What follows belongs to an exercise in optimizing a design on an open flow for small area, a short achievable clock period and few clock cycles per item; a production flow would make more cautious choices.
The RTL was checked by simulation tests, not by an equivalence proof against the original design.
Power figures rest on the tool's default switching activity, not on a simulated workload.

Setup of oak:
Design chacha_stream, start of the top module:
module chacha_stream (
   input  logic       clk,
   input  logic       rst_n,
   input  logic       in_valid,
   input  logic       in_first,
   input  logic [1:0] in_sel,
   input  logic [7:0] in_data,
   output logic       in_ready,
   input  logic       start,
   input  logic       hold,
   output logic       busy,
   output logic       out_valid,
   input  logic       out_ready,
   output logic [7:0] out_data,
   output logic       out_last,
   output logic       ctr_wrap,
   output logic [1:0] dbg_state
);
==> flow/config.mk <==
export PLATFORM = sky130hd
export DESIGN_NAME = chacha_stream
export DESIGN_NICKNAME = chacha_stream
export VERILOG_FILES = /design/flow/design.v
export SDC_FILE = /design/flow/constraint.sdc
export NUM_CORES = 4
export LEC_CHECK = 0
export CAP_MARGIN = 20
export CORE_MARGIN = 2
export CORE_UTILIZATION = 40
export CTS_CLUSTER_DIAMETER = 100
export CTS_CLUSTER_SIZE = 20
export SLEW_MARGIN = 20
==> flow/constraint.sdc <==
create_clock -name core_clock -period 15.0 [get_ports {clk}]
set_input_delay 3.0000 -clock core_clock [delete_from_list [all_inputs] [get_ports {clk}]]
set_output_delay 3.0000 -clock core_clock [all_outputs]
set_load 0.01 [all_outputs]
standard.sh (not shown) runs the stock make flow with config.mk's settings and CLKGATE_MAP_FILE= SYNTH_SCRIPT=/design/flow/synth_recipe.tcl, a recipe that flattens the netlist after the stock synthesis.
==> flow/flow/run.sh <==
#!/bin/bash
# Standard layout (the standard.sh: standard synthesis, floorplan, place,
# CTS, route, finish), with timing repair asked to leave setup margin so the
# layout reaches a shorter period than the clock constraint requires.  The
# SDC (clock period, I/O delays, loads) is the standard flow's, unchanged.
export SETUP_SLACK_MARGIN=11
bash standard.sh > standard.log 2>&1
oak went all the way through the flow, and no timing, DRC or antenna check failed.
Testbench counts of oak, summed over its fixed seeds: cycles 44,006, items 29,056.
Setup changes, oak to pine
-- flow/config.mk --
<<< oak, line 9
export CORE_MARGIN = 2
export CORE_UTILIZATION = 40
export CTS_CLUSTER_DIAMETER = 100
export CTS_CLUSTER_SIZE = 20
export SLEW_MARGIN = 20
>>> pine, line 9
export CORE_MARGIN = 2
export CORE_UTILIZATION = 40
export CTS_CLUSTER_DIAMETER = 90
export CTS_CLUSTER_SIZE = 18
export SLEW_MARGIN = 20
--- outcome ---
pine did not stop at any stage, and its layout met the timing, DRC and antenna checks.
Compared with oak, the detailed router inserted fewer vias in pine.
The lower wire length of the first global-routing pass came out of pine.
Clock network power share is lower on oak
> inputs changed (pine -> birch)
-- flow/config.mk --
<<< pine, line 8
export CAP_MARGIN = 20
export CORE_MARGIN = 2
export CORE_UTILIZATION = 40
export CTS_CLUSTER_DIAMETER = 90
export CTS_CLUSTER_SIZE = 18
export SLEW_MARGIN = 20
>>> birch, line 8
export CAP_MARGIN = 20
export CORE_MARGIN = 2
export CORE_UTILIZATION = 35
export CTS_CLUSTER_DIAMETER = 100
export CTS_CLUSTER_SIZE = 20
export SLEW_MARGIN = 20
## What came out
birch: no failed stages, no open violations at the end
Between birch and pine, the area of placed instances is higher for birch.
Going from pine to birch, worst hold path stage count did not really move, area of combinational cells with multiple inputs went down, multiplexer share of the synthesized area roughly the same.
Cmp birch vs pine: number of vias per cell lower in birch


chacha_stream, a different RTL version from the one above (not shown whole).
For scale: about 6,800 cells after synthesis, ~32 I/O pins, roughly 0.067 sq mm of cells after synthesis.
export LEC_CHECK = 0
export CAP_MARGIN = 20
export CORE_MARGIN = 2
export CORE_UTILIZATION = 50
export CTS_CLUSTER_DIAMETER = 80
export CTS_CLUSTER_SIZE = 16
export SLEW_MARGIN = 20
create_clock -name core_clock -period 15.0 [get_ports {clk}]
Scripts as last shown in full above: flow/flow/run.sh
The starting point finished clean.
Testbench counts at the start, summed over its fixed seeds: cycles 44,006, items 29,056.
Next try:
Settings changed: CORE_UTILIZATION 50 to 35, CTS_CLUSTER_DIAMETER 80 to 100, CTS_CLUSTER_SIZE 16 to 20.
Result: Clock skew grows by 0.043 ns. Die area grows by well over a third. Global-route usage shrinks by 14 points. Worst setup slack improves by 0.11 ns.
Next try:
Settings changed: CORE_UTILIZATION 35 to 45, CTS_CLUSTER_DIAMETER 100 to 80, CTS_CLUSTER_SIZE 20 to 16.
The changed run produced a clean layout.
Sequential share of layout area is about the same.
Worst setup slack loses 0.13 ns.
Die area drops by 22%.
Sequential cell count stays the same.

[afterwards: timing with drivers on the ports]
The flow's constraints put no driver on any port. The routed layouts listed below were extracted and timed again, unchanged, in two steps. Step 1 (the two cells are an assumption about what drives the block):
set clk [get_ports {clk}]
set_driving_cell -lib_cell sky130_fd_sc_hd__clkbuf_16 $clk
set_driving_cell -lib_cell sky130_fd_sc_hd__buf_2 [delete_from_list [all_inputs] $clk]
Step 2, shift: input delay + t, output delay - t, t = (earliest + latest rising clock arrival at the registers) / 2. This alone moves slack from input paths to output paths. Three values: no drivers, after step 1, after step 2; two values: the first two.
| run | shift t [ns] | setup slack, ns | worst setup path at the end | cell pins on the clock port's net |
|---|---|---|---|---|
| oak | 0.837 | 10.721 / 10.636 / 10.139 | input to register | 1 |
| pine | 0.852 | 10.634 / 10.546 / 10.123 | input to register | 1 |
| birch | 0.875 | 10.682 / 10.610 / 10.080 | input to register | 1 |
| the first run of note 2 | 0.846 | 10.496 / 10.496 / 10.207 | input to register | 1 |
| the second run of note 2 | 0.859 | 10.611 / 10.528 / 10.155 | input to register | 1 |
| the third run of note 2 | 0.859 | 10.476 / 10.476 / 10.114 | input to register | 1 |
After both steps setup and hold are still met in every run listed. For birch, which loses most, drivers alone change the setup slack by -0.072 ns; drivers and shift together by -0.602 ns.
